This is an optimization exercise on Yosys and OpenROAD, whose aim is small area, a short achievable clock period and few clock cycles per item, not a production implementation.
In this exercise RTL edits were held to simulation tests only and were not proved equivalent to the original.
Power is estimated from default activity; no workload was simulated.

==> flow/design.v (outline; a module is shown in full before it is edited, if it fits) <==
// module snm_mul: 1060 lines
// module smoothed_noise_modulator: 324 lines
module smoothed_noise_modulator (
    input  logic        i_clk,
    input  logic        i_rst_n,
    input  logic        i_s_tvalid,
    output logic        o_s_tready,
    input  logic [95:0] i_s_tdata,
    input  logic [1:0]  i_s_tuser,
    output logic        o_m_tvalid,
    input  logic        i_m_tready,
    output logic [31:0] o_m_tdata,
    input  logic        i_cfg_valid,
    output logic        o_cfg_ready,
    input  logic [1:0]  i_cfg_index,
    input  logic [15:0] i_cfg_data
);
  // ...
==> flow/run.sh <==
#!/bin/bash
# synth_recipe.tcl (not shown) runs the flow's synth.tcl, then flattens the netlist and writes it again
# the make line also repeats each setting of config.mk as NAME=value (left out here)
make -C /OpenROAD-flow-scripts/flow DESIGN_CONFIG=/design/flow/config.mk WORK_HOME=/design/flow/orfs CLKGATE_MAP_FILE= SYNTH_SCRIPT=/design/flow/synth_recipe.tcl finish
==> flow/config.mk <==
export PLATFORM = sky130hd
export DESIGN_NAME = smoothed_noise_modulator
export DESIGN_NICKNAME = smoothed_noise_modulator
export VERILOG_FILES = /design/flow/design.v
export SDC_FILE = /design/flow/constraint.sdc
export NUM_CORES = 4
export LEC_CHECK = 0
export ABC_AREA = 1
export CAP_MARGIN = 20
export CORE_MARGIN = 2
export CORE_UTILIZATION = 40
export SLEW_MARGIN = 20
==> flow/constraint.sdc <==
create_clock -name core_clock -period 9.0 [get_ports {i_clk}]
set_input_delay 1.8000 -clock core_clock [delete_from_list [all_inputs] [get_ports {i_clk}]]
set_output_delay 1.8000 -clock core_clock [all_outputs]
set_load 0.01 [all_outputs]
==> impl_results.md, run 1 <==
* Largest Pwr Group: sequential cells
* Synth Area in Adders at 10.0%
* Most frequent cell after synthesis: nand2_1
* Htree depth at 4
* Io pins at 156
* Critical R2R Launch: r1_sl[5]
* GR Layer Usage met1 at 31.1%
* Most frequent cells in the layout: nand2_1, edfxtp_1, inv_1, nand3_1, o21ai_0
* DRC viols at 0
* ClkCell Share at 5.83%
* CP Max Fanout at 27
* CP peak stage delay at 0.84 ns
* Endpoints failing hold at 0
* Fin. max-slew vios at 0
* Num sequential at 1931
* WL met3 at 20100 microns
* Clk_buf instances at 270
* Worst Tran Pin Value at 1.14 ns
* Non-Filler Instances at 14000
* CTS Buffer Depth at 4
* Critical path's top delay family: simple AND/OR/NAND/NOR gates
* Total power at 34.2 mW
* Top post-synthesis cells by area: edfxtp_1, nand2_1, fa_1, inv_1, xor2_1
* Global placer's final weighted congestion at 0.931
* Worst path arrival time at 8.23 ns
* RSZ-0062 raised after global routing: no
* Post-synth ARST share at 0%
* Comb. pwr at 12.0 mW
* EDFF count, synth at 1811
* Area of the multi-input gates at 42800 sq um
* Setup TNS at 0 ns
* Synth Flop Type: edfxtp_1
* Outcome: finished clean
* TritonCTS clock tree: built
Testbench counts, summed over its fixed seeds: cycles 24,038, items 20,122.
==> module smoothed_noise_modulator, before the edit <==
module smoothed_noise_modulator (
    input  logic        i_clk,
    input  logic        i_rst_n,
    input  logic        i_s_tvalid,
    output logic        o_s_tready,
    input  logic [95:0] i_s_tdata,
    input  logic [1:0]  i_s_tuser,
    output logic        o_m_tvalid,
    input  logic        i_m_tready,
    output logic [31:0] o_m_tdata,
    input  logic        i_cfg_valid,
    output logic        o_cfg_ready,
    input  logic [1:0]  i_cfg_index,
    input  logic [15:0] i_cfg_data
);
    localparam int NCH = 6;
    logic [15:0] r_mgain;
    logic [3:0]  r_morder;
    logic        r_auto;
    assign o_cfg_ready = 1'b1;
    always_ff @(posedge i_clk) begin
        if (!i_rst_n) begin
            r_mgain  <= 16'd2000;
            r_morder <= 4'd10;
            r_auto   <= 1'b1;
        end else if (i_cfg_valid) begin
            case (i_cfg_index)
                2'd0: r_mgain  <= i_cfg_data;
                2'd1: r_morder <= i_cfg_data[3:0];
                2'd2: r_auto   <= i_cfg_data[0];
                default: ;
            endcase
        end
    end
    logic adv;           
    logic s_acc;
    logic [2:0] in_ch;
    logic in_range, in_upd, in_par, in_mot;
    assign in_ch    = i_s_tdata[2:0];
    assign in_range = (in_ch < 3'd6);
    assign in_mot   = (i_s_tuser == 2'd1);
    assign in_upd   = in_range && r_auto && (i_s_tuser == 2'd0 || i_s_tuser == 2'd1);
    assign in_par   = in_range && (i_s_tuser == 2'd2);
    assign o_s_tready = adv;
    assign s_acc      = i_s_tvalid && adv;
    logic [NCH*4-1:0] r_ord_a, r_ord_b;
    logic [NCH-1:0]   r_ord_ok;
    always_ff @(posedge i_clk) begin
        if (!i_rst_n) begin
            r_ord_ok <= '0;
        end else begin
            for (int c = 0; c < NCH; c++)
                if (s_acc && in_par && in_ch == c) r_ord_ok[c] <= 1'b1;
        end
    end
    always_ff @(posedge i_clk) begin
        for (int c = 0; c < NCH; c++)
            if (s_acc && in_par && in_ch == c) begin
                r_ord_a[c*4 +: 4] <= i_s_tdata[72:69];
                r_ord_b[c*4 +: 4] <= i_s_tdata[92:89];
            end
    end
    logic        r1_vld, r1_par, r1_mot;
    logic [2:0]  r1_ch;
    logic [NCH-1:0] r1_sl, r1_sm;    
    logic [31:0] r1_xa;
    logic [16:0] r1_xb;
    always_ff @(posedge i_clk) begin
        if (!i_rst_n) begin
            r1_vld <= 1'b0;
            r1_par <= 1'b0;
            r1_sl  <= '0;
            r1_sm  <= '0;
        end else if (adv) begin
            r1_vld <= s_acc && in_upd;
            r1_par <= s_acc && in_par;
            for (int c = 0; c < NCH; c++) begin
                r1_sl[c] <= s_acc && in_upd && !in_mot && in_ch == c;
                r1_sm[c] <= s_acc && in_upd &&  in_mot && in_ch == c;
            end
        end
    end
    always_ff @(posedge i_clk) begin
        if (adv) begin
            r1_mot <= in_mot;
            r1_ch  <= in_ch;
            if (i_s_tuser == 2'd2) begin
                r1_xa <= i_s_tdata[68:37];
                r1_xb <= {1'b0, i_s_tdata[88:73]};
            end else begin
                r1_xa <= {{15{i_s_tdata[19]}}, i_s_tdata[19:3]};
                r1_xb <= i_s_tdata[36:20];
            end
        end
    end
    logic [NCH*32-1:0] r_a0, r_a1, r_a2, r_a3, r_m0, r_m1;
    logic [NCH-1:0]    r_okp_l, r_okq_l, r_okp_m, r_okq_m;
    logic [NCH-1:0] sel_al, sel_am;
    logic [31:0]    pa, pb, pa_n, pb_n;
    logic [3:0]     k1a, k1b, oa, ob;
    always_comb begin
        pa = '0;
        pb = '0;
        oa = '0;
        ob = '0;
        for (int c = 0; c < NCH; c++) begin
            sel_al[c] = r1_sl[c];
            sel_am[c] = r1_sm[c];
            if (sel_al[c] && r_okp_l[c]) begin
                pa = pa | r_a0[c*32 +: 32];
                pb = pb | r_a2[c*32 +: 32];
            end
            if (sel_am[c] && r_okp_m[c]) pa = pa | r_m0[c*32 +: 32];
            if (r1_sl[c] && r_ord_ok[c]) begin
                oa = oa | r_ord_a[c*4 +: 4];
                ob = ob | r_ord_b[c*4 +: 4];
            end
        end
        k1a  = oa | ((|r1_sm) ? r_morder : 4'd0);
        k1b  = ob;
        pa_n = pa - 32'($signed(pa) >>> k1a) + r1_xa;
        pb_n = pb - 32'($signed(pb) >>> k1b) + {{15{r1_xb[16]}}, r1_xb};
    end
    always_ff @(posedge i_clk) begin
        if (!i_rst_n) begin
            r_okp_l <= '0;
            r_okp_m <= '0;
        end else if (adv) begin
            r_okp_l <= r_okp_l | sel_al;
            r_okp_m <= r_okp_m | sel_am;
        end
    end
    always_ff @(posedge i_clk) begin
        for (int c = 0; c < NCH; c++) begin
            if (adv && sel_al[c]) begin
                r_a0[c*32 +: 32] <= pa_n;
                r_a2[c*32 +: 32] <= pb_n;
            end
            if (adv && sel_am[c]) r_m0[c*32 +: 32] <= pa_n;
        end
    end
    logic        r2_vld, r2_par, r2_mot;
    logic [2:0]  r2_ch;
    logic [NCH-1:0] r2_sl, r2_sm;
    logic [31:0] r2_pa, r2_pb;
    logic [3:0]  r2_k1a, r2_k1b;
    always_ff @(posedge i_clk) begin
        if (!i_rst_n) begin
            r2_vld <= 1'b0;
            r2_par <= 1'b0;
            r2_sl  <= '0;
            r2_sm  <= '0;
        end else if (adv) begin
            r2_vld <= r1_vld;
            r2_par <= r1_par;
            r2_sl  <= r1_sl;
            r2_sm  <= r1_sm;
        end
    end
    always_ff @(posedge i_clk) begin
        if (adv) begin
            r2_mot <= r1_mot;
            r2_ch  <= r1_ch;
            r2_pa  <= pa_n;
            r2_pb  <= pb_n;
            r2_k1a <= k1a;
            r2_k1b <= k1b;
        end
    end
    logic [NCH-1:0] sel_bl, sel_bm;
    logic [31:0]    qa, qb, qa_n, qb_n, y1a, y1b;
    logic [4:0]     k2a, k2b;
    always_comb begin
        qa = '0;
        qb = '0;
        for (int c = 0; c < NCH; c++) begin
            sel_bl[c] = r2_sl[c];
            sel_bm[c] = r2_sm[c];
            if (sel_bl[c] && r_okq_l[c]) begin
                qa = qa | r_a1[c*32 +: 32];
                qb = qb | r_a3[c*32 +: 32];
            end
            if (sel_bm[c] && r_okq_m[c]) qa = qa | r_m1[c*32 +: 32];
        end
        k2a  = {1'b0, r2_k1a} + {4'd0, r2_vld && r2_mot};
        k2b  = {1'b0, r2_k1b} + {4'd0, r2_vld};
        y1a  = 32'($signed(r2_pa) >>> r2_k1a);
        y1b  = 32'($signed(r2_pb) >>> r2_k1b);
        qa_n = qa - 32'($signed(qa) >>> k2a) + y1a;
        qb_n = qb - 32'($signed(qb) >>> k2b) + y1b;
    end
    always_ff @(posedge i_clk) begin
        if (!i_rst_n) begin
            r_okq_l <= '0;
            r_okq_m <= '0;
        end else if (adv) begin
            r_okq_l <= r_okq_l | sel_bl;
            r_okq_m <= r_okq_m | sel_bm;
        end
    end
    always_ff @(posedge i_clk) begin
        for (int c = 0; c < NCH; c++) begin
            if (adv && sel_bl[c]) begin
                r_a1[c*32 +: 32] <= qa_n;
                r_a3[c*32 +: 32] <= qb_n;
            end
            if (adv && sel_bm[c]) r_m1[c*32 +: 32] <= qa_n;
        end
    end
    logic        r3_vld, r3_par, r3_mot;
    logic [2:0]  r3_ch;
    logic [31:0] r3_qa, r3_qb;
    logic [4:0]  r3_k2a, r3_k2b;
    always_ff @(posedge i_clk) begin
        if (!i_rst_n) begin
            r3_vld <= 1'b0;
            r3_par <= 1'b0;
        end else if (adv) begin
            r3_vld <= r2_vld;
            r3_par <= r2_par;
        end
    end
    always_ff @(posedge i_clk) begin
        if (adv) begin
            r3_mot <= r2_mot;
            r3_ch  <= r2_ch;
            r3_qa  <= qa_n;
            r3_qb  <= qb_n;
            r3_k2a <= k2a;
            r3_k2b <= k2b;
        end
    end
    logic [NCH*48-1:0] r_gain;      
    logic [NCH-1:0]    r_gain_ok;
    logic [47:0]       g_rd;
    logic [15:0]       ga, gb, off;
    logic [31:0]       ya, yb;
    logic [15:0]       sa, ca, sb, cb;
    logic              cya, cyb;
    always_comb begin
        g_rd = '0;
        for (int c = 0; c < NCH; c++)
            if (r3_ch == c && r_gain_ok[c]) g_rd = g_rd | r_gain[c*48 +: 48];
        ga  = r3_mot ? r_mgain : g_rd[31:16];
        gb  = r3_mot ? 16'd0   : g_rd[47:32];
        off = r3_mot ? 16'd512 : g_rd[15:0];
        ya  = 32'($signed(r3_qa) >>> r3_k2a);
        yb  = 32'($signed(r3_qb) >>> r3_k2b);
    end
    snm_mul u_mul_a (.y(ya[28:0]), .g(ga), .s_hi(sa), .c_hi(ca), .cy(cya));
    snm_mul u_mul_b (.y(yb[28:0]), .g(gb), .s_hi(sb), .c_hi(cb), .cy(cyb));
    always_ff @(posedge i_clk) begin
        if (!i_rst_n) begin
            r_gain_ok <= '0;
        end else begin
            for (int c = 0; c < NCH; c++)
                if (adv && r3_par && r3_ch == c) r_gain_ok[c] <= 1'b1;
        end
    end
    always_ff @(posedge i_clk) begin
        for (int c = 0; c < NCH; c++)
            if (adv && r3_par && r3_ch == c) r_gain[c*48 +: 48] <= {r3_qb[15:0], r3_qa};
    end
    logic        r4_vld, r4_mot;
    logic [2:0]  r4_ch;
    logic [15:0] r4_sa, r4_ca, r4_sb, r4_cb, r4_off;
    logic        r4_cya, r4_cyb;
    always_ff @(posedge i_clk) begin
        if (!i_rst_n) begin
            r4_vld <= 1'b0;
        end else if (adv) begin
            r4_vld <= r3_vld;
        end
    end
    always_ff @(posedge i_clk) begin
        if (adv) begin
            r4_mot <= r3_mot;
            r4_ch  <= r3_ch;
            r4_sa  <= sa;
            r4_ca  <= ca;
            r4_cya <= cya;
            r4_sb  <= sb;
            r4_cb  <= cb;
            r4_cyb <= cyb;
            r4_off <= off;
        end
    end
    logic [15:0] level;
    logic [13:0] v;
    logic [7:0]  value;
    logic [5:0]  slot;
    logic [29:0] res;
    always_comb begin
        level = r4_sa + r4_ca + r4_sb + r4_cb + r4_off + {15'd0, r4_cya} + {15'd0, r4_cyb};
        v     = level[15:2];
        if (!v[13] && v[12:8] != 5'd0)      value = 8'd255;
        else if (v[13])                     value = r4_mot ? 8'd1 : 8'd0;
        else if (r4_mot && v[7:0] == 8'd0)  value = 8'd1;
        else                                value = v[7:0];
        slot = (r4_mot ? 6'd24 : 6'd30) + {3'd0, r4_ch};
        res  = {level, value, slot};
    end
    logic        r_out_vld, r_skid_vld, out_free;
    logic [29:0] r_out, r_skid;
    assign out_free = !r_out_vld || i_m_tready;
    assign adv      = !r_skid_vld;
    always_ff @(posedge i_clk) begin
        if (!i_rst_n) begin
            r_out_vld  <= 1'b0;
            r_skid_vld <= 1'b0;
        end else if (out_free) begin
            r_out_vld  <= r_skid_vld || r4_vld;
            r_skid_vld <= 1'b0;
        end else if (adv && r4_vld) begin
            r_skid_vld <= 1'b1;
        end
    end
    always_ff @(posedge i_clk) begin
        if (adv) r_skid <= res;
        if (out_free) r_out <= r_skid_vld ? r_skid : res;
    end
    assign o_m_tvalid = r_out_vld;
    assign o_m_tdata  = {2'b00, r_out};
endmodule
==> inputs of run 2 (changes only) <==
--- a/flow/design.v
+++ b/flow/design.v
@@ -1093,8 +1093,15 @@
         end
     end
+    logic [NCH*32-1:0] r_a0, r_a1, r_a2, r_a3, r_m0, r_m1;    
+    logic [NCH-1:0]    r_okp_l, r_okq_l, r_okp_m, r_okq_m;    
+    logic [NCH*4-1:0]  r_ord_a, r_ord_b;                      
+    logic [NCH-1:0]    r_ord_ok;
+    logic [NCH*48-1:0] r_gain;                                
+    logic [NCH-1:0]    r_gain_ok;
     logic adv;           
     logic s_acc;
     logic [2:0] in_ch;
     logic in_range, in_upd, in_par, in_mot;
+    logic [NCH-1:0] in_sl, in_sm, in_sp;
     assign in_ch    = i_s_tdata[2:0];
     assign in_range = (in_ch < 3'd6);
@@ -1104,26 +1111,51 @@
     assign o_s_tready = adv;
     assign s_acc      = i_s_tvalid && adv;
-    logic [NCH*4-1:0] r_ord_a, r_ord_b;
-    logic [NCH-1:0]   r_ord_ok;
+    always_comb begin
+        for (int c = 0; c < NCH; c++) begin
+            in_sl[c] = s_acc && in_upd && !in_mot && in_ch == c;
+            in_sm[c] = s_acc && in_upd &&  in_mot && in_ch == c;
+            in_sp[c] = s_acc && in_par && in_ch == c;
+        end
+    end
     always_ff @(posedge i_clk) begin
         if (!i_rst_n) begin
             r_ord_ok <= '0;
         end else begin
-            for (int c = 0; c < NCH; c++)
-                if (s_acc && in_par && in_ch == c) r_ord_ok[c] <= 1'b1;
+            r_ord_ok <= r_ord_ok | in_sp;
         end
     end
     always_ff @(posedge i_clk) begin
         for (int c = 0; c < NCH; c++)
-            if (s_acc && in_par && in_ch == c) begin
+            if (in_sp[c]) begin
                 r_ord_a[c*4 +: 4] <= i_s_tdata[72:69];
                 r_ord_b[c*4 +: 4] <= i_s_tdata[92:89];
             end
     end
-    logic        r1_vld, r1_par, r1_mot;
+    logic [31:0] rd_pa, rd_pb;
+    logic [3:0]  rd_k1a, rd_k1b;
+    always_comb begin
+        rd_pa  = '0;
+        rd_pb  = '0;
+        rd_k1a = (|in_sm) ? r_morder : 4'd0;
+        rd_k1b = '0;
+        for (int c = 0; c < NCH; c++) begin
+            if (in_sl[c] && r_okp_l[c]) begin
+                rd_pa = rd_pa | r_a0[c*32 +: 32];
+                rd_pb = rd_pb | r_a2[c*32 +: 32];
+            end
+            if (in_sm[c] && r_okp_m[c]) rd_pa = rd_pa | r_m0[c*32 +: 32];
+            if (in_sl[c] && r_ord_ok[c]) begin
+                rd_k1a = rd_k1a | r_ord_a[c*4 +: 4];
+                rd_k1b = rd_k1b | r_ord_b[c*4 +: 4];
+            end
+        end
+    end
+    logic        r1_vld, r1_par, r1_mot, r1_fwd;
     logic [2:0]  r1_ch;
     logic [NCH-1:0] r1_sl, r1_sm;    
-    logic [31:0] r1_xa;
+    logic [31:0] r1_xa, r1_pa, r1_pb;
     logic [16:0] r1_xb;
+    logic [3:0]  r1_k1a, r1_k1b;
+    logic [4:0]  r1_k2a, r1_k2b;
     always_ff @(posedge i_clk) begin
         if (!i_rst_n) begin
@@ -1135,8 +1167,6 @@
             r1_vld <= s_acc && in_upd;
             r1_par <= s_acc && in_par;
-            for (int c = 0; c < NCH; c++) begin
-                r1_sl[c] <= s_acc && in_upd && !in_mot && in_ch == c;
-                r1_sm[c] <= s_acc && in_upd &&  in_mot && in_ch == c;
-            end
+            r1_sl  <= in_sl;
+            r1_sm  <= in_sm;
         end
     end
@@ -1152,33 +1182,21 @@
                 r1_xb <= i_s_tdata[36:20];
             end
+            r1_fwd <= |{in_sl & r1_sl, in_sm & r1_sm};
+            r1_pa  <= rd_pa;
+            r1_pb  <= rd_pb;
+            r1_k1a <= rd_k1a;
+            r1_k1b <= rd_k1b;
+            r1_k2a <= {1'b0, rd_k1a} + {4'd0, |in_sm};
+            r1_k2b <= {1'b0, rd_k1b} + {4'd0, |in_sl};
         end
     end
-    logic [NCH*32-1:0] r_a0, r_a1, r_a2, r_a3, r_m0, r_m1;
-    logic [NCH-1:0]    r_okp_l, r_okq_l, r_okp_m, r_okq_m;
-    logic [NCH-1:0] sel_al, sel_am;
-    logic [31:0]    pa, pb, pa_n, pb_n;
-    logic [3:0]     k1a, k1b, oa, ob;
+    logic [31:0] r2_pa, r2_pb;
+    logic [31:0] pa, pb, pa_n, pb_n;
+    logic [31:0] rd_qa, rd_qb;
     always_comb begin
-        pa = '0;
-        pb = '0;
-        oa = '0;
-        ob = '0;
-        for (int c = 0; c < NCH; c++) begin
-            sel_al[c] = r1_sl[c];
-            sel_am[c] = r1_sm[c];
-            if (sel_al[c] && r_okp_l[c]) begin
-                pa = pa | r_a0[c*32 +: 32];
-                pb = pb | r_a2[c*32 +: 32];
-            end
-            if (sel_am[c] && r_okp_m[c]) pa = pa | r_m0[c*32 +: 32];
-            if (r1_sl[c] && r_ord_ok[c]) begin
-                oa = oa | r_ord_a[c*4 +: 4];
-                ob = ob | r_ord_b[c*4 +: 4];
-            end
-        end
-        k1a  = oa | ((|r1_sm) ? r_morder : 4'd0);
-        k1b  = ob;
-        pa_n = pa - 32'($signed(pa) >>> k1a) + r1_xa;
-        pb_n = pb - 32'($signed(pb) >>> k1b) + {{15{r1_xb[16]}}, r1_xb};
+        pa   = r1_fwd ? r2_pa : r1_pa;
+        pb   = r1_fwd ? r2_pb : r1_pb;
+        pa_n = pa - 32'($signed(pa) >>> r1_k1a) + r1_xa;
+        pb_n = pb - 32'($signed(pb) >>> r1_k1b) + {{15{r1_xb[16]}}, r1_xb};
     end
     always_ff @(posedge i_clk) begin
@@ -1187,22 +1205,34 @@
             r_okp_m <= '0;
         end else if (adv) begin
-            r_okp_l <= r_okp_l | sel_al;
-            r_okp_m <= r_okp_m | sel_am;
+            r_okp_l <= r_okp_l | r1_sl;
+            r_okp_m <= r_okp_m | r1_sm;
         end
     end
     always_ff @(posedge i_clk) begin
         for (int c = 0; c < NCH; c++) begin
-            if (adv && sel_al[c]) begin
+            if (adv && r1_sl[c]) begin
                 r_a0[c*32 +: 32] <= pa_n;
                 r_a2[c*32 +: 32] <= pb_n;
             end
-            if (adv && sel_am[c]) r_m0[c*32 +: 32] <= pa_n;
+            if (adv && r1_sm[c]) r_m0[c*32 +: 32] <= pa_n;
         end
     end
-    logic        r2_vld, r2_par, r2_mot;
+    always_comb begin
+        rd_qa = '0;
+        rd_qb = '0;
+        for (int c = 0; c < NCH; c++) begin
+            if (r1_sl[c] && r_okq_l[c]) begin
+                rd_qa = rd_qa | r_a1[c*32 +: 32];
+                rd_qb = rd_qb | r_a3[c*32 +: 32];
+            end
+            if (r1_sm[c] && r_okq_m[c]) rd_qa = rd_qa | r_m1[c*32 +: 32];
+        end
+    end
+    logic        r2_vld, r2_par, r2_mot, r2_fwd;
     logic [2:0]  r2_ch;
     logic [NCH-1:0] r2_sl, r2_sm;
-    logic [31:0] r2_pa, r2_pb;
+    logic [31:0] r2_qa, r2_qb;
     logic [3:0]  r2_k1a, r2_k1b;
+    logic [4:0]  r2_k2a, r2_k2b;
     always_ff @(posedge i_clk) begin
         if (!i_rst_n) begin
@@ -1224,29 +1254,22 @@
             r2_pa  <= pa_n;
             r2_pb  <= pb_n;
-            r2_k1a <= k1a;
-            r2_k1b <= k1b;
+            r2_k1a <= r1_k1a;
+            r2_k1b <= r1_k1b;
+            r2_k2a <= r1_k2a;
+            r2_k2b <= r1_k2b;
+            r2_fwd <= |{r1_sl & r2_sl, r1_sm & r2_sm};
+            r2_qa  <= rd_qa;
+            r2_qb  <= rd_qb;
         end
     end
-    logic [NCH-1:0] sel_bl, sel_bm;
-    logic [31:0]    qa, qb, qa_n, qb_n, y1a, y1b;
-    logic [4:0]     k2a, k2b;
+    logic [31:0] r3_qa, r3_qb;
+    logic [31:0] qa, qb, qa_n, qb_n, y1a, y1b;
     always_comb begin
-        qa = '0;
-        qb = '0;
-        for (int c = 0; c < NCH; c++) begin
-            sel_bl[c] = r2_sl[c];
-            sel_bm[c] = r2_sm[c];
-            if (sel_bl[c] && r_okq_l[c]) begin
-                qa = qa | r_a1[c*32 +: 32];
-                qb = qb | r_a3[c*32 +: 32];
-            end
-            if (sel_bm[c] && r_okq_m[c]) qa = qa | r_m1[c*32 +: 32];
-        end
-        k2a  = {1'b0, r2_k1a} + {4'd0, r2_vld && r2_mot};
-        k2b  = {1'b0, r2_k1b} + {4'd0, r2_vld};
         y1a  = 32'($signed(r2_pa) >>> r2_k1a);
         y1b  = 32'($signed(r2_pb) >>> r2_k1b);
-        qa_n = qa - 32'($signed(qa) >>> k2a) + y1a;
-        qb_n = qb - 32'($signed(qb) >>> k2b) + y1b;
+        qa   = r2_fwd ? r3_qa : r2_qa;
+        qb   = r2_fwd ? r3_qb : r2_qb;
+        qa_n = qa - 32'($signed(qa) >>> r2_k2a) + y1a;
+        qb_n = qb - 32'($signed(qb) >>> r2_k2b) + y1b;
     end
     always_ff @(posedge i_clk) begin
@@ -1255,20 +1278,19 @@
             r_okq_m <= '0;
         end else if (adv) begin
-            r_okq_l <= r_okq_l | sel_bl;
-            r_okq_m <= r_okq_m | sel_bm;
+            r_okq_l <= r_okq_l | r2_sl;
+            r_okq_m <= r_okq_m | r2_sm;
         end
     end
     always_ff @(posedge i_clk) begin
         for (int c = 0; c < NCH; c++) begin
-            if (adv && sel_bl[c]) begin
+            if (adv && r2_sl[c]) begin
                 r_a1[c*32 +: 32] <= qa_n;
                 r_a3[c*32 +: 32] <= qb_n;
             end
-            if (adv && sel_bm[c]) r_m1[c*32 +: 32] <= qa_n;
+            if (adv && r2_sm[c]) r_m1[c*32 +: 32] <= qa_n;
         end
     end
     logic        r3_vld, r3_par, r3_mot;
     logic [2:0]  r3_ch;
-    logic [31:0] r3_qa, r3_qb;
     logic [4:0]  r3_k2a, r3_k2b;
     always_ff @(posedge i_clk) begin
@@ -1287,10 +1309,8 @@
             r3_qa  <= qa_n;
             r3_qb  <= qb_n;
-            r3_k2a <= k2a;
-            r3_k2b <= k2b;
+            r3_k2a <= r2_k2a;
+            r3_k2b <= r2_k2b;
         end
     end
-    logic [NCH*48-1:0] r_gain;      
-    logic [NCH-1:0]    r_gain_ok;
     logic [47:0]       g_rd;
     logic [15:0]       ga, gb, off;
==> impl_results.md, run 2 <==
* CP Class: flop to flop (unchanged)
* Gate power share at 33.7% (was 35.1%)
* Most common cell after layout, fill and taps aside: nand2_1 (unchanged)
* Clock Sink Count at 2089 (was 1931)
* Critical path's top delay family: compound AO/OA/AOI/OAI gates (was simple AND/OR/NAND/NOR gates)
* Fmax at 134 MHz (was 130 MHz)
* Worst Tran Pin Value at 1.21 ns (was 1.14 ns)
* Flop pwr share at 40.5% (was 39.7%)
* Global placer's final weighted congestion at 1.01 (was 0.931)
* Starting Density at 40.1% (was 40.2%)
* Hold Path Class: flop to flop (unchanged)
* CTS Buffer Depth at 4 (unchanged)
* Clock power frac at 25.9% (was 25.2%)
* Most frequent cells in the layout: nand2_1, edfxtp_1, inv_1, o21ai_0, nand3_1 (was nand2_1, edfxtp_1, inv_1, nand3_1, o21ai_0)
* First-pass DRT Iterations at 7 (was 6)
* Chip width at 530 microns (was 517 microns)
* Fin. max-slew vios at 0 (unchanged)
* Synth Area in Adders at 9.56% (was 10.0%)
* Worst-case hold slack at 0.419 ns (was 0.418 ns)
* Dpl cell area at 117000 sq um (was 111000 sq um)
* Largest family of logic cells by synthesized area: simple AND/OR/NAND/NOR gates (unchanged)
* Die Area at 281000 sq um (was 268000 sq um)
* Sw Share at 36.2% (about the same)
* Leakage power at 49.7 nW (was 47.6 nW)
* Worst path arrival time at 8.10 ns (was 8.23 ns)
* Post-synthesis mux area share at 1.58% (was 0.495%)
* Most Frequent Cell on Critical Path: nand2_1 (unchanged)
* Root Buffer: clkbuf_16 (unchanged)
* Initial antenna violation count at 14 (was 17)
* EDFF count, synth at 1969 (was 1811)
* Starting DRC count in detailed routing at 8106 (was 7470)
* Layout Nets at 11100 (about the same)
* TritonCTS clock tree: built (unchanged)
* Endpoints failing hold at 0 (unchanged)
* Max-Cap Viols at 0 (unchanged)
* CP Max Fanout at 37 (was 27)
* Biggest register: r_gain (unchanged)
* PortBufs at 149 (unchanged)
* CTS buffer count at 219 (was 208)
* Setup Buffers After CTS at 0 (unchanged)
* Final wirelength at 346000 microns (was 313000 microns)
* Clock transition at the registers of the reported paths at 0.06 ns (about the same)
* Post-CTS sizing at 0 (unchanged)
* Post-synth ARST share at 0% (unchanged)
* Core Rows at 193 (was 188)
* Sequential fraction of the synthesis area at 55.5% (was 53.9%)
* Synth top cells by count: nand2_1, edfxtp_1, inv_1 (unchanged)
* Wire per inst at 24.2 microns (was 22.3 microns)
* Dpl hpwl at 232000 microns (was 214000 microns)
* RSZ-0062 raised after global routing: no (unchanged)
* Crit-path slowest cell: edfxtp_1 (was xor2_1)
* Largest net degree at the start of global routing at 159 (was 75)
* Synth top area share at 53.4% (was 51.6%)
* NetSw at 13.0 mW (was 12.4 mW)
* Htree depth at 4 (unchanged)
* Ys Warns at 1 (unchanged)
* Startpoint Class: flop (unchanged)
* Most frequent cell after synthesis: nand2_1 (unchanged)
* Synth Area in Compound Gates at 11.5% (was 10.9%)
* CP required at 9.62 ns (was 9.51 ns)
* Syn avg cell area at 10.7 sq um (was 10.3 sq um)
* Final setup fails at 0 (unchanged)
* Rel. slew slack at 19.3% (was 23.5%)
* Synth Register Bits at 2089 (was 1931)
* Congestion Overflow GR at 0 (unchanged)
* Worst-skew pair later-pin latency at 0.93 ns (was 0.90 ns)
* Setup TNS at 0 ns (unchanged)
* Final ANT Viol Nets at 0 (unchanged)
* Total GRT Usage at 24.1% (was 23.0%)
* Core Area at 276000 sq um (was 262000 sq um)
* Synthesized cell area at 111000 sq um (was 105000 sq um)
* Max reg flops at 288 (unchanged)
* Synth Flop Type: edfxtp_1 (unchanged)
* Tmin final at 7.48 ns (was 7.72 ns)
* Bufs and invs on worst path at 1 (was 5)
* Vias in the first global route at 78200 (was 75000)
* CP peak stage delay at 0.98 ns (was 0.84 ns)
* Share of cells above drive strength 1 at 6.18% (was 6.42%)
* Leading area contributor after synthesis: edfxtp_1 (unchanged)
* Top post-synthesis cells by area: edfxtp_1, nand2_1, fa_1, inv_1, xor2_1 (unchanged)
* Synth cell types at 65 (was 71)
* Crit path cell chain: clkinv_1, o21ai_0, mux2i_1, nand2_1, o21ai_0, o21ai_0, fa_1, ha_1, nand2_1, nor3_1, nor2_1, o21ai_0, a21boi_0, o21ai_0, nand3_1, nand2_1, nand2_1, nand2_1, nand3_1, nand2_1, xor2_1
* CP endpoint kind: flop (unchanged)
* Outcome: finished clean (unchanged)
* Power Density at 290 nW/um^2 (about the same)
* Vias post-DR at 80300 (was 76500)
* First-pass GRT wire length at 507000 microns (was 470000 microns)
* Pint at 23.0 mW (was 21.8 mW)
* VDD IR max at 225 uV (was 226 uV)
* Simple-Gate Fraction of Synth Area at 12.4% (was 14.8%)
* Io pins at 156 (unchanged)
* DRC viols at 0 (unchanged)
* Cells after Synth at 10400 (was 10300)
* Drt via density at 5.62 (was 5.46)
* Hold_buf cts at 0 (unchanged)
* Period utilization at 83.1% (was 85.8%)
* Post-Synth XOR/XNOR Area at 3.83% (was 4.04%)
* Area grow syn2layout at 12.0% (was 11.8%)
* Final WS setup at 1.52 ns (was 1.28 ns)
* Die Height at 530 microns (was 517 microns)
* Finished layout cell area at 124000 sq um (was 118000 sq um)
* Layout Skew at 0.0968 ns (was 0.105 ns)
* Pre-CTS setup slack at 1.79 ns (was 1.46 ns)
run 2: cell count changes in the layout (fill, tap and decap cells not counted), moves of 107 or more:
| cell | previous run | this run |
|---|---|---|
| nand3_1 | 625 | 518 |
| mux2i_1 | 51 | 174 |
| a22oi_1 | 7 | 186 |
| edfxtp_1 | 1811 | 1969 |
| o21ai_0 | 581 | 705 |
| nand2_1 | 2600 | 2262 |
run 2: path summary, 6_finish.rpt:
kind / from / endpoint / cells past startpoint / slack [ns]
max: r2_k1b[0] / r3_qb[22] / 21 / 1.52
min: r2_ch[2] / r3_ch[2] / 0 / 0.42
max reg2reg: r2_k1b[0] / r3_qb[22] / 21 / 1.52
min reg2reg: r2_ch[2] / r3_ch[2] / 0 / 0.42
run 2: logic make-up (layout without fill, tap and decap cells):
| logic type | after synthesis | in the layout |
|---|---|---|
| AOI/OAI and AO/OA | 2065 | 2065 |
| xor gates and xnor gates | 484 | 484 |
| other | 2 | 12 |
| muxes | 175 | 175 |
| adders and majority gates | 612 | 612 |
| buffers and inverters | 1584 | 1802 |
| DFF | 2089 | 2089 |
| and+or+nand+nor | 3350 | 3350 |
run 2: per-stage QoR:
stage,total power [mW],util (%),std cells
2_1_floorplan,22.0,-,10400
3_3_place_gp,26.4,42.2,13900
3_5_place_dp,26.7,42.2,13900
4_1_cts,36.0,44.9,14300
5_1_grt,38.0,45.0,14300
6_report,36.0,45.0,14300
run 2: worst reg2reg max path: cells and delay by family (launching register included):
kind | cells | cell delay, ns
multiplexers | 1 | 0.16
adder cells (fa/ha/maj) | 2 | 0.91
AO/OA/AOI/OAI | 6 | 2.66
XOR/XNOR | 1 | 0.55
AND/OR/NAND/NOR | 10 | 1.17
flip-flops | 1 | 0.98
buffers and inverters | 1 | 0.81
run 2: final cells by class:
type | instances | area, sq um
tap | 3705 | 4640
inverter | 1061 | 4000
multi-input combinational | 6689 | 43600
fill | 25400 | 152000
timing repair buffer | 337 | 2940
antenna | 9 | 22.5
clock buffer | 268 | 5800
sequential | 2089 | 61500
clock inverter | 136 | 1620
run 2: power groups by stage:
stage / combinational, mW / clock, mW / sequential, mW
6_report: 12.1 / 9.32 / 14.6
5_1_grt: 13.5 / 9.81 / 14.6
4_1_cts: 12.0 / 9.45 / 14.6
3_5_place_dp: 11.9 / 0 / 14.8
3_3_place_gp: 11.7 / 0 / 14.8
2_1_floorplan: 7.73 / 0 / 14.3
run 2: layer usage:
layer	track usage, %	part of all wire [%]	vias up
li1	-	-	36400
met1	32.6	42	39800
met2	39.7	47	3420
met3	2.79	6.8	630
met4	9.27	4.0	6
met5	0	0.011	-
Testbench counts of run 2, summed over its fixed seeds: cycles 24,038, items 20,122.

-- port drivers added, routing unchanged --
In the flow no input, the clock included, has a driving cell. The finished layouts below were timed again as built, in two steps. Step 1 sets driving cells, clkbuf_16 on the clock port and buf_2 on the other inputs (assumed; they add their load-dependent delay and slew). Step 2 adds t to the input delays and takes it off the output delays; t is the mean of the earliest and latest rising clock arrival at the registers after step 1. Input paths then give back, and output paths get back, about the clock's delay inside the block. Three values: ideal ports, drivers, drivers and shift; two values: the first two.
run | shift t [ns] | setup slack, ns | latest minus earliest clock arrival (ns) | slew at the worst register clock pin (ns) | pins driven straight from the clock port
run 1 | 0.948 | 1.278 / 1.278 / 1.278 | 0.129 / 0.129 | 0.07 / 0.07 | 1
run 2 | 0.985 | 1.523 / 1.523 / 1.523 | 0.116 / 0.116 | 0.07 / 0.07 | 1
After both steps setup and hold are still met in every run listed.
